Source: an optimization exercise on an open RTL-to-GDS flow (aim: small area and a short achievable clock period). Production flows keep margins and buffers that such runs may drop. Function was checked by simulation only, so behaviour that the tests miss may differ from the original. Power figures rest on the tool's default switching activity, not on a simulated workload.

Setup of P:
// ram_proto_monitor
module ram_proto_monitor #(
   parameter int unsigned ADDR_WIDTH = 8,
   parameter int unsigned RD_LATENCY = 1,
   parameter int unsigned CNT_WIDTH  = 16
) (
   input  logic                  clk,
   input  logic                  rst,
   input  logic                  rx_valid,
   input  logic [ADDR_WIDTH+1:0] din,
   input  logic                  tx_valid,
   input  logic [ADDR_WIDTH-1:0] dout,
   input  logic                  clr,
   output logic [ram_mon_pkg::N_CHK-1:0] err_sticky,
   output logic                  err_pulse,
   output logic [CNT_WIDTH-1:0]  err_count,
   output logic [CNT_WIDTH-1:0]  wr_count,
   output logic [CNT_WIDTH-1:0]  rd_count
);
   localparam int unsigned NPART = 8;
   localparam int unsigned TOK_W = 3 + ADDR_WIDTH + NPART * (ADDR_WIDTH + 1);
   function automatic logic [CNT_WIDTH-1:0] sat_inc(input logic [CNT_WIDTH-1:0] v);
      for (int i = 0; i < CNT_WIDTH; i++) begin
         sat_inc[i] = (v[i] ^ (&(v | ~(((CNT_WIDTH)'(1) << i) - 1'b1)))) | (&v);
      end
   endfunction
   function automatic logic [CNT_WIDTH-1:0] next_count(input logic [CNT_WIDTH-1:0] v,
                                                       input logic inc, input logic clear);
      next_count = inc ? (clear ? (CNT_WIDTH)'(1) : sat_inc(v)) : (clear ? '0 : v);
   endfunction
   logic [1:0]            opcode;
   logic [ADDR_WIDTH-1:0] payload;
   logic                  wr_addr_cmd, wr_data_cmd, rd_addr_cmd, rd_data_cmd;
  ...
Size: roughly 2500 flip-flops, about 78 I/O pins, roughly 0.089 mm2 of cells after synthesis.
==> flow/config.mk <==
export PLATFORM = sky130hd
export DESIGN_NAME = ram_proto_monitor
export DESIGN_NICKNAME = ram_proto_monitor
export VERILOG_FILES = /design/flow/design.v
export SDC_FILE = /design/flow/constraint.sdc
export NUM_CORES = 4
export LEC_CHECK = 0
export CAP_MARGIN = 20
export CORE_MARGIN = 2
export CORE_UTILIZATION = 45
export CTS_CLUSTER_DIAMETER = 80
export CTS_CLUSTER_SIZE = 24
export SETUP_SLACK_MARGIN = 2.75
export SLEW_MARGIN = 20
==> flow/constraint.sdc <==
create_clock -name core_clock -period 5.0 [get_ports {clk}]
set_input_delay 1.0000 -clock core_clock [delete_from_list [all_inputs] [get_ports {clk}]]
set_output_delay 1.0000 -clock core_clock [all_outputs]
set_load 0.01 [all_outputs]
run.sh (not shown) runs the stock make flow with config.mk's settings and CLKGATE_MAP_FILE= SYNTH_SCRIPT=/design/flow/synth_recipe.tcl, a recipe that flattens the netlist after the stock synthesis.
[inputs] Q vs P
-- flow/design.v --
<<< P, line 100
);
   localparam int unsigned NPART = 8;
   localparam int unsigned TOK_W = 3 + ADDR_WIDTH + NPART * (ADDR_WIDTH + 1);
   function automatic logic [CNT_WIDTH-1:0] sat_inc(input logic [CNT_WIDTH-1:0] v);
      for (int i = 0; i < CNT_WIDTH; i++) begin
>>> Q, line 100
);
   localparam int unsigned NPART = 8;
   localparam int unsigned TOK_W = 2 + NPART * (ADDR_WIDTH + 1);
   function automatic logic [CNT_WIDTH-1:0] sat_inc(input logic [CNT_WIDTH-1:0] v);
      for (int i = 0; i < CNT_WIDTH; i++) begin
<<< P, line 123
   logic [TOK_W-1:0]            push_tok, head_tok;
   logic                        sh_we;
   logic                        pend_we_q;
   logic [ADDR_WIDTH-1:0]       pend_data_q;
   logic                        rd_hit;
   logic [NPART*ADDR_WIDTH-1:0] sh_rpart;
   logic [NPART-1:0]            sh_vpart;
   logic                  head_exp, head_armed, head_valid, head_hit;
   logic [ADDR_WIDTH-1:0] head_data, head_pdata;
   logic [ram_mon_pkg::N_CHK-1:0] fail;
   logic                          any_fail, other_fail;
   logic [CNT_WIDTH-1:0]          err_count_fail, err_count_nofail;
   assign opcode  = din[ADDR_WIDTH+1:ADDR_WIDTH];
   assign payload = din[ADDR_WIDTH-1:0];
>>> Q, line 123
   logic [TOK_W-1:0]            push_tok, head_tok;
   logic                        sh_we;
   logic [NPART*ADDR_WIDTH-1:0] sh_rpart;
   logic [NPART-1:0]            sh_vpart;
   logic                  head_exp, head_armed, head_valid;
   logic [ADDR_WIDTH-1:0] head_data;
   logic [ram_mon_pkg::N_CHK-1:0] fail;
   logic                          any_fail;
   assign opcode  = din[ADDR_WIDTH+1:ADDR_WIDTH];
   assign payload = din[ADDR_WIDTH-1:0];
<<< P, line 146
      .clk    (clk),
      .rst    (rst),
      .we     (pend_we_q),
      .waddr  (waddr_q),
      .wdata  (pend_data_q),
      .rhi    (rhi_q),
      .rlo    (rlo_q),
>>> Q, line 142
      .clk    (clk),
      .rst    (rst),
      .we     (sh_we),
      .waddr  (waddr_q),
      .wdata  (payload),
      .rhi    (rhi_q),
      .rlo    (rlo_q),
<<< P, line 158
      for (int i = 0; i < (1<<LO_W); i++) rlo_d[i] = (payload[LO_W-1:0] == i);
   end
   assign rd_hit = pend_we_q && rhi_q[waddr_q[ADDR_WIDTH-1:LO_W]] && rlo_q[waddr_q[LO_W-1:0]];
   assign push_tok = {rd_hit, pend_data_q, sh_vpart, sh_rpart, rd_armed_q, rd_data_cmd};
   assign head_tok = pipe_q[(RD_LATENCY-1)*TOK_W +: TOK_W];
   always_comb begin
>>> Q, line 154
      for (int i = 0; i < (1<<LO_W); i++) rlo_d[i] = (payload[LO_W-1:0] == i);
   end
   assign push_tok = {sh_vpart, sh_rpart, rd_armed_q, rd_data_cmd};
   assign head_tok = pipe_q[(RD_LATENCY-1)*TOK_W +: TOK_W];
   always_comb begin
<<< P, line 169
      end
      head_valid = |head_tok[2 + NPART*ADDR_WIDTH +: NPART];
      head_pdata = head_tok[2 + NPART*(ADDR_WIDTH+1) +: ADDR_WIDTH];
      head_hit   = head_tok[2 + NPART*(ADDR_WIDTH+1) + ADDR_WIDTH];
   end
   always_comb begin
>>> Q, line 164
      end
      head_valid = |head_tok[2 + NPART*ADDR_WIDTH +: NPART];
   end
   always_comb begin
<<< P, line 180
         fail[ram_mon_pkg::CHK_WR_ORDER]      = wr_data_cmd && !wr_armed_q;
         fail[ram_mon_pkg::CHK_RD_ORDER]      = rd_data_cmd && !rd_armed_q;
         fail[ram_mon_pkg::CHK_DATA_MISMATCH] = head_exp && head_armed && tx_valid &&
                                                (head_hit ? (dout != head_pdata)
                                                          : (head_valid && (dout != head_data)));
      end
      any_fail = |fail;
      other_fail = fail[ram_mon_pkg::CHK_RST_OUT]    || fail[ram_mon_pkg::CHK_SPURIOUS_TX] ||
                   fail[ram_mon_pkg::CHK_MISSING_TX] || fail[ram_mon_pkg::CHK_WR_ORDER]    ||
                   fail[ram_mon_pkg::CHK_RD_ORDER];
      err_count_fail   = next_count(err_count, 1'b1, clr);
      err_count_nofail = next_count(err_count, other_fail, clr);
   end
   always_ff @(posedge clk) begin
>>> Q, line 173
         fail[ram_mon_pkg::CHK_WR_ORDER]      = wr_data_cmd && !wr_armed_q;
         fail[ram_mon_pkg::CHK_RD_ORDER]      = rd_data_cmd && !rd_armed_q;
         fail[ram_mon_pkg::CHK_DATA_MISMATCH] = head_exp && head_armed && head_valid &&
                                                tx_valid && (dout != head_data);
      end
      any_fail = |fail;
   end
   always_ff @(posedge clk) begin
<<< P, line 199
         end
      end
   end
   always_ff @(posedge clk) begin
      pend_we_q   <= sh_we;
      pend_data_q <= payload;
   end
   always_ff @(posedge clk) begin
>>> Q, line 186
         end
      end
   end
   always_ff @(posedge clk) begin
<<< P, line 232
         end
         err_sticky <= (clr ? '0 : err_sticky) | fail;
         err_pulse  <= fail[ram_mon_pkg::CHK_DATA_MISMATCH] || other_fail;
         err_count  <= fail[ram_mon_pkg::CHK_DATA_MISMATCH] ? err_count_fail : err_count_nofail;
         wr_count   <= next_count(wr_count, wr_data_cmd, clr);
         rd_count   <= next_count(rd_count, rd_data_cmd, clr);
>>> Q, line 215
         end
         err_sticky <= (clr ? '0 : err_sticky) | fail;
         err_pulse  <= any_fail;
         err_count  <= next_count(err_count, any_fail, clr);
         wr_count   <= next_count(wr_count, wr_data_cmd, clr);
         rd_count   <= next_count(rd_count, rd_data_cmd, clr);
## What came out
- In summary, Q completed successfully, with a layout that passed the timing, design-rule and antenna checks.
- P → Q: total clock network power flat, via density per instance went up by about 1.6%, share of synthesized cell area in and, or, nand and nor gates decreased 0.29 points, layout overhead on the synthesized area climbed 2.0 points, met3 capacity usage during global routing now sits lower.
- Between P and Q, combinational-cell power consumption increased.

---

Setup of north:
The RTL this note starts from:
==> flow/design.v <==
package ram_mon_pkg;
   typedef enum logic [1:0] {
      WR_ADDR = 2'b00,
      WR_DATA = 2'b01,
      RD_ADDR = 2'b10,
      RD_DATA = 2'b11
   } cmd_e;
   localparam int CHK_RST_OUT       = 0;
   localparam int CHK_SPURIOUS_TX   = 1;
   localparam int CHK_MISSING_TX    = 2;
   localparam int CHK_WR_ORDER      = 3;
   localparam int CHK_RD_ORDER      = 4;
   localparam int CHK_DATA_MISMATCH = 5;
   localparam int N_CHK             = 6;
   typedef enum logic {W_IDLE, W_ARMED} wr_state_e;
   typedef enum logic {R_IDLE, R_ARMED} rd_state_e;
   localparam int TOK_DATA_W = 32;
   typedef struct packed {
      logic                  exp;    
      logic                  chk;    
      logic [TOK_DATA_W-1:0] data;
   } token_t;
endpackage
module ram_mon_shadow #(
   parameter int unsigned ADDR_WIDTH = 8,
   parameter int unsigned NPART      = 1,
   parameter int unsigned LO_W       = ADDR_WIDTH / 2,
   parameter int unsigned HI_W       = ADDR_WIDTH - LO_W
) (
   input  logic                          clk,
   input  logic                          rst,
   input  logic                          we,
   input  logic [ADDR_WIDTH-1:0]         waddr,
   input  logic [ADDR_WIDTH-1:0]         wdata,
   input  logic [(1<<HI_W)-1:0]          rhi,
   input  logic [(1<<LO_W)-1:0]          rlo,
   output logic [NPART*ADDR_WIDTH-1:0]   rpart,
   output logic [NPART-1:0]              vpart
);
   localparam int unsigned DEPTH = 1 << ADDR_WIDTH;
   localparam int unsigned GSIZE = DEPTH / NPART;
   logic [ADDR_WIDTH-1:0] mem [DEPTH];
   logic [DEPTH-1:0]      valid;
   logic [(1<<LO_W)-1:0] wlo;
   logic [(1<<HI_W)-1:0] whi;
   logic [DEPTH-1:0]     wsel, rsel;
   always_comb begin
      for (int i = 0; i < (1<<LO_W); i++) begin
         wlo[i] = (waddr[LO_W-1:0] == i);
      end
      for (int i = 0; i < (1<<HI_W); i++) begin
         whi[i] = we && (waddr[ADDR_WIDTH-1:LO_W] == i);
      end
      for (int j = 0; j < DEPTH; j++) begin
         wsel[j] = whi[j >> LO_W] && wlo[j % (1<<LO_W)];
         rsel[j] = rhi[j >> LO_W] && rlo[j % (1<<LO_W)];
      end
   end
   always_ff @(posedge clk) begin
      for (int j = 0; j < DEPTH; j++) begin
         if (wsel[j]) begin
            mem[j] <= wdata;
         end
      end
   end
   always_ff @(posedge clk) begin
      if (rst) begin
         valid <= '0;
      end else begin
         valid <= valid | wsel;
      end
   end
   always_comb begin
      rpart = '0;
      vpart = '0;
      for (int j = 0; j < DEPTH; j++) begin
         rpart[(j/GSIZE)*ADDR_WIDTH +: ADDR_WIDTH] =
            rpart[(j/GSIZE)*ADDR_WIDTH +: ADDR_WIDTH] | (mem[j] & {ADDR_WIDTH{rsel[j]}});
         vpart[j/GSIZE] = vpart[j/GSIZE] | (valid[j] & rsel[j]);
      end
   end
endmodule
module ram_proto_monitor #(
   parameter int unsigned ADDR_WIDTH = 8,
   parameter int unsigned RD_LATENCY = 1,
   parameter int unsigned CNT_WIDTH  = 16
) (
   input  logic                  clk,
   input  logic                  rst,
   input  logic                  rx_valid,
   input  logic [ADDR_WIDTH+1:0] din,
   input  logic                  tx_valid,
   input  logic [ADDR_WIDTH-1:0] dout,
   input  logic                  clr,
   output logic [ram_mon_pkg::N_CHK-1:0] err_sticky,
   output logic                  err_pulse,
   output logic [CNT_WIDTH-1:0]  err_count,
   output logic [CNT_WIDTH-1:0]  wr_count,
   output logic [CNT_WIDTH-1:0]  rd_count
);
   localparam int unsigned NPART = 8;
   localparam int unsigned TOK_W = 3 + ADDR_WIDTH + NPART * (ADDR_WIDTH + 1);
   function automatic logic [CNT_WIDTH-1:0] sat_inc(input logic [CNT_WIDTH-1:0] v);
      for (int i = 0; i < CNT_WIDTH; i++) begin
         sat_inc[i] = (v[i] ^ (&(v | ~(((CNT_WIDTH)'(1) << i) - 1'b1)))) | (&v);
      end
   endfunction
   function automatic logic [CNT_WIDTH-1:0] next_count(input logic [CNT_WIDTH-1:0] v,
                                                       input logic inc, input logic clear);
      next_count = inc ? (clear ? (CNT_WIDTH)'(1) : sat_inc(v)) : (clear ? '0 : v);
   endfunction
   logic [1:0]            opcode;
   logic [ADDR_WIDTH-1:0] payload;
   logic                  wr_addr_cmd, wr_data_cmd, rd_addr_cmd, rd_data_cmd;
   logic                  wr_armed_q, rd_armed_q;
   localparam int unsigned LO_W = ADDR_WIDTH / 2;
   localparam int unsigned HI_W = ADDR_WIDTH - LO_W;
   logic [ADDR_WIDTH-1:0] waddr_q;
   logic [(1<<HI_W)-1:0]  rhi_q, rhi_d;
   logic [(1<<HI_W)-1:0]  rhi_rd_q;
   logic [(1<<LO_W)-1:0]  rlo_q, rlo_d;
   logic                  rst_d;
   logic [RD_LATENCY*TOK_W-1:0] pipe_q;
   logic [TOK_W-1:0]            push_tok, head_tok;
   logic                        sh_we;
   logic                        pend_we_q;
   logic [ADDR_WIDTH-1:0]       pend_data_q;
   logic                        rd_hit_d, rd_hit_q;
   logic [NPART*ADDR_WIDTH-1:0] sh_rpart;
   logic [NPART-1:0]            sh_vpart;
   logic                  head_exp, head_armed, head_valid, head_hit;
   logic [ADDR_WIDTH-1:0] head_data, head_pdata;
   logic [ram_mon_pkg::N_CHK-1:0] fail;
   logic                          any_fail;
   assign opcode  = din[ADDR_WIDTH+1:ADDR_WIDTH];
   assign payload = din[ADDR_WIDTH-1:0];
   assign wr_addr_cmd = rx_valid && !rst && (opcode == ram_mon_pkg::WR_ADDR);
   assign wr_data_cmd = rx_valid && !rst && (opcode == ram_mon_pkg::WR_DATA);
   assign rd_addr_cmd = rx_valid && !rst && (opcode == ram_mon_pkg::RD_ADDR);
   assign rd_data_cmd = rx_valid && !rst && (opcode == ram_mon_pkg::RD_DATA);
   assign sh_we = wr_data_cmd && wr_armed_q;
   ram_mon_shadow #(
      .ADDR_WIDTH(ADDR_WIDTH),
      .NPART     (NPART)
   ) u_shadow (
      .clk    (clk),
      .rst    (rst),
      .we     (pend_we_q),
      .waddr  (waddr_q),
      .wdata  (pend_data_q),
      .rhi    (rhi_rd_q),
      .rlo    (rlo_q),
      .rpart  (sh_rpart),
      .vpart  (sh_vpart)
   );
   always_comb begin
      for (int i = 0; i < (1<<HI_W); i++) rhi_d[i] = (payload[ADDR_WIDTH-1:LO_W] == i);
      for (int i = 0; i < (1<<LO_W); i++) rlo_d[i] = (payload[LO_W-1:0] == i);
   end
   assign rd_hit_d = sh_we && rhi_q[waddr_q[ADDR_WIDTH-1:LO_W]] && rlo_q[waddr_q[LO_W-1:0]];
   assign push_tok = {rd_hit_q, pend_data_q, sh_vpart, sh_rpart, rd_armed_q, rd_data_cmd};
   assign head_tok = pipe_q[(RD_LATENCY-1)*TOK_W +: TOK_W];
   always_comb begin
      head_exp   = head_tok[0];
      head_armed = head_tok[1];
      head_pdata = head_tok[2 + NPART*(ADDR_WIDTH+1) +: ADDR_WIDTH];
      head_hit   = head_tok[2 + NPART*(ADDR_WIDTH+1) + ADDR_WIDTH];
      head_data  = head_pdata & {ADDR_WIDTH{head_hit}};
      for (int p = 0; p < NPART; p++) begin
         head_data = head_data | head_tok[2 + p*ADDR_WIDTH +: ADDR_WIDTH];
      end
      head_valid = head_hit || (|head_tok[2 + NPART*ADDR_WIDTH +: NPART]);
   end
   always_comb begin
      fail = '0;
      if (!rst) begin
         fail[ram_mon_pkg::CHK_RST_OUT]       = rst_d && (tx_valid || (dout != '0));
         fail[ram_mon_pkg::CHK_SPURIOUS_TX]   = tx_valid && !head_exp;
         fail[ram_mon_pkg::CHK_MISSING_TX]    = head_exp && !tx_valid;
         fail[ram_mon_pkg::CHK_WR_ORDER]      = wr_data_cmd && !wr_armed_q;
         fail[ram_mon_pkg::CHK_RD_ORDER]      = rd_data_cmd && !rd_armed_q;
         fail[ram_mon_pkg::CHK_DATA_MISMATCH] = head_exp && head_armed && head_valid &&
                                                tx_valid && (dout != head_data);
      end
      any_fail = |fail;
   end
   always_ff @(posedge clk) begin
      pipe_q[0 +: TOK_W] <= push_tok;
      for (int i = 1; i < RD_LATENCY; i++) begin
         pipe_q[i*TOK_W +: TOK_W] <= pipe_q[(i-1)*TOK_W +: TOK_W];
         if (rst) begin
            pipe_q[i*TOK_W] <= 1'b0;
         end
      end
   end
   always_ff @(posedge clk) begin
      pend_we_q   <= sh_we;
      pend_data_q <= payload;
      rd_hit_q    <= rd_hit_d;
   end
   always_ff @(posedge clk) begin
      rst_d <= rst;
      if (rst) begin
         wr_armed_q <= 1'b0;
         rd_armed_q <= 1'b0;
         waddr_q    <= '0;
         rhi_q      <= (1<<HI_W)'(1);
         rhi_rd_q   <= (1<<HI_W)'(1);
         rlo_q      <= (1<<LO_W)'(1);
         err_sticky <= '0;
         err_pulse  <= 1'b0;
         err_count  <= '0;
         wr_count   <= '0;
         rd_count   <= '0;
      end else begin
         if (wr_addr_cmd) begin
            waddr_q    <= payload;
            wr_armed_q <= 1'b1;
         end else if (wr_data_cmd) begin
            wr_armed_q <= 1'b0;
         end
         if (rd_addr_cmd) begin
            rhi_rd_q   <= rhi_d;
         end else begin
            rhi_rd_q   <= rd_hit_d ? '0 : rhi_q;
         end
         if (rd_addr_cmd) begin
            rhi_q      <= rhi_d;
            rlo_q      <= rlo_d;
            rd_armed_q <= 1'b1;
         end else if (rd_data_cmd) begin
            rd_armed_q <= 1'b0;
         end
         err_sticky <= (clr ? '0 : err_sticky) | fail;
         err_pulse  <= any_fail;
         err_count  <= next_count(err_count, any_fail, clr);
         wr_count   <= next_count(wr_count, wr_data_cmd, clr);
         rd_count   <= next_count(rd_count, rd_data_cmd, clr);
      end
   end
endmodule
clock: 5.0 ns
lec_check: 0
cap_margin: 20
core_margin: 2
core_utilization: 45
cts_cluster_diameter: 80
cts_cluster_size: 24
setup_slack_margin: 2.75
slew_margin: 20
Setup changes, north to south
diff --git a/flow/design.v b/flow/design.v
--- a/flow/design.v
+++ b/flow/design.v
@@ -115,19 +115,18 @@
    logic                  wr_armed_q, rd_armed_q;
    localparam int unsigned LO_W = ADDR_WIDTH / 2;
    localparam int unsigned HI_W = ADDR_WIDTH - LO_W;
    logic [ADDR_WIDTH-1:0] waddr_q;
    logic [(1<<HI_W)-1:0]  rhi_q, rhi_d;
-   logic [(1<<HI_W)-1:0]  rhi_rd_q;
    logic [(1<<LO_W)-1:0]  rlo_q, rlo_d;
    logic                  rst_d;
    logic [RD_LATENCY*TOK_W-1:0] pipe_q;
    logic [TOK_W-1:0]            push_tok, head_tok;
    logic                        sh_we;
    logic                        pend_we_q;
    logic [ADDR_WIDTH-1:0]       pend_data_q;
-   logic                        rd_hit_d, rd_hit_q;
+   logic                        rd_hit;
    logic [NPART*ADDR_WIDTH-1:0] sh_rpart;
    logic [NPART-1:0]            sh_vpart;
    logic                  head_exp, head_armed, head_valid, head_hit;
    logic [ADDR_WIDTH-1:0] head_data, head_pdata;
    logic [ram_mon_pkg::N_CHK-1:0] fail;
@@ -146,43 +145,44 @@
       .clk    (clk),
       .rst    (rst),
       .we     (pend_we_q),
       .waddr  (waddr_q),
       .wdata  (pend_data_q),
-      .rhi    (rhi_rd_q),
+      .rhi    (rhi_q),
       .rlo    (rlo_q),
       .rpart  (sh_rpart),
       .vpart  (sh_vpart)
    );
    always_comb begin
       for (int i = 0; i < (1<<HI_W); i++) rhi_d[i] = (payload[ADDR_WIDTH-1:LO_W] == i);
       for (int i = 0; i < (1<<LO_W); i++) rlo_d[i] = (payload[LO_W-1:0] == i);
    end
-   assign rd_hit_d = sh_we && rhi_q[waddr_q[ADDR_WIDTH-1:LO_W]] && rlo_q[waddr_q[LO_W-1:0]];
-   assign push_tok = {rd_hit_q, pend_data_q, sh_vpart, sh_rpart, rd_armed_q, rd_data_cmd};
+   assign rd_hit = pend_we_q && rhi_q[waddr_q[ADDR_WIDTH-1:LO_W]] && rlo_q[waddr_q[LO_W-1:0]];
+   assign push_tok = {rd_hit, pend_data_q, sh_vpart, sh_rpart, rd_armed_q, rd_data_cmd};
    assign head_tok = pipe_q[(RD_LATENCY-1)*TOK_W +: TOK_W];
    always_comb begin
       head_exp   = head_tok[0];
       head_armed = head_tok[1];
+      head_data  = '0;
+      for (int p = 0; p < NPART; p++) begin
+         head_data = head_data | head_tok[2 + p*ADDR_WIDTH +: ADDR_WIDTH];
+      end
+      head_valid = |head_tok[2 + NPART*ADDR_WIDTH +: NPART];
       head_pdata = head_tok[2 + NPART*(ADDR_WIDTH+1) +: ADDR_WIDTH];
       head_hit   = head_tok[2 + NPART*(ADDR_WIDTH+1) + ADDR_WIDTH];
-      head_data  = head_pdata & {ADDR_WIDTH{head_hit}};
-      for (int p = 0; p < NPART; p++) begin
-         head_data = head_data | head_tok[2 + p*ADDR_WIDTH +: ADDR_WIDTH];
-      end
-      head_valid = head_hit || (|head_tok[2 + NPART*ADDR_WIDTH +: NPART]);
    end
    always_comb begin
       fail = '0;
       if (!rst) begin
          fail[ram_mon_pkg::CHK_RST_OUT]       = rst_d && (tx_valid || (dout != '0));
          fail[ram_mon_pkg::CHK_SPURIOUS_TX]   = tx_valid && !head_exp;
          fail[ram_mon_pkg::CHK_MISSING_TX]    = head_exp && !tx_valid;
          fail[ram_mon_pkg::CHK_WR_ORDER]      = wr_data_cmd && !wr_armed_q;
          fail[ram_mon_pkg::CHK_RD_ORDER]      = rd_data_cmd && !rd_armed_q;
-         fail[ram_mon_pkg::CHK_DATA_MISMATCH] = head_exp && head_armed && head_valid &&
-                                                tx_valid && (dout != head_data);
+         fail[ram_mon_pkg::CHK_DATA_MISMATCH] = head_exp && head_armed && tx_valid &&
+                                                (head_hit ? (dout != head_pdata)
+                                                          : (head_valid && (dout != head_data)));
       end
       any_fail = |fail;
    end
    always_ff @(posedge clk) begin
       pipe_q[0 +: TOK_W] <= push_tok;
@@ -194,20 +194,18 @@
       end
    end
    always_ff @(posedge clk) begin
       pend_we_q   <= sh_we;
       pend_data_q <= payload;
-      rd_hit_q    <= rd_hit_d;
    end
    always_ff @(posedge clk) begin
       rst_d <= rst;
       if (rst) begin
          wr_armed_q <= 1'b0;
          rd_armed_q <= 1'b0;
          waddr_q    <= '0;
          rhi_q      <= (1<<HI_W)'(1);
-         rhi_rd_q   <= (1<<HI_W)'(1);
          rlo_q      <= (1<<LO_W)'(1);
          err_sticky <= '0;
          err_pulse  <= 1'b0;
          err_count  <= '0;
          wr_count   <= '0;
@@ -218,15 +216,10 @@
             wr_armed_q <= 1'b1;
          end else if (wr_data_cmd) begin
             wr_armed_q <= 1'b0;
          end
          if (rd_addr_cmd) begin
-            rhi_rd_q   <= rhi_d;
-         end else begin
-            rhi_rd_q   <= rd_hit_d ? '0 : rhi_q;
-         end
-         if (rd_addr_cmd) begin
             rhi_q      <= rhi_d;
             rlo_q      <= rlo_d;
             rd_armed_q <= 1'b1;
          end else if (rd_data_cmd) begin
             rd_armed_q <= 1'b0;
==> comparison <==
south reached the final stage; the timing, design-rule and antenna checks on its layout passed. south against north: worst hold slack rose 0.082 ns, synthesized cell count fell by 287, sequential cell fraction of total power has remained practically unchanged, largest net degree at the start of global routing fell 31. Total power: south below north. Final area went down slightly going from north to south. Compared with north, south shows a lower final critical-path setup slack.

-- static timing again, ports no longer ideal --
The results above use ideal ports. As a check the final layouts listed here were re-extracted and re-timed, cells and wires unchanged.
Step 1 assumes that a clkbuf_16 drives the clock port and a buf_2 every other input.
Step 2 adds t to the input delays and takes it off the output delays; t is the mean of the earliest and latest rising clock arrival at the registers after step 1. Input paths then give back, and output paths get back, about the clock's delay inside the block.
Slacks: no drivers / after step 1 / after step 2; pairs: no drivers / after step 1.
run	t (ns)	setup WS [ns]	worst setup path at the end	slew at the worst register clock pin (ns)	pins driven straight from the clock port
P	0.890	2.488 / 2.449 / 1.559	input to register	0.10 / 0.10	1
Q	0.891	2.711 / 2.626 / 1.807	input to register	0.10 / 0.10	1
north	0.898	2.589 / 2.589 / 1.881	input to register	0.10 / 0.10	1
south	0.889	2.508 / 2.508 / 1.673	input to register	0.10 / 0.10	1
After both steps setup and hold are still met in every run listed. The setup slack of P, which loses most, moves by -0.039 ns with the drivers and by -0.929 ns with both steps.
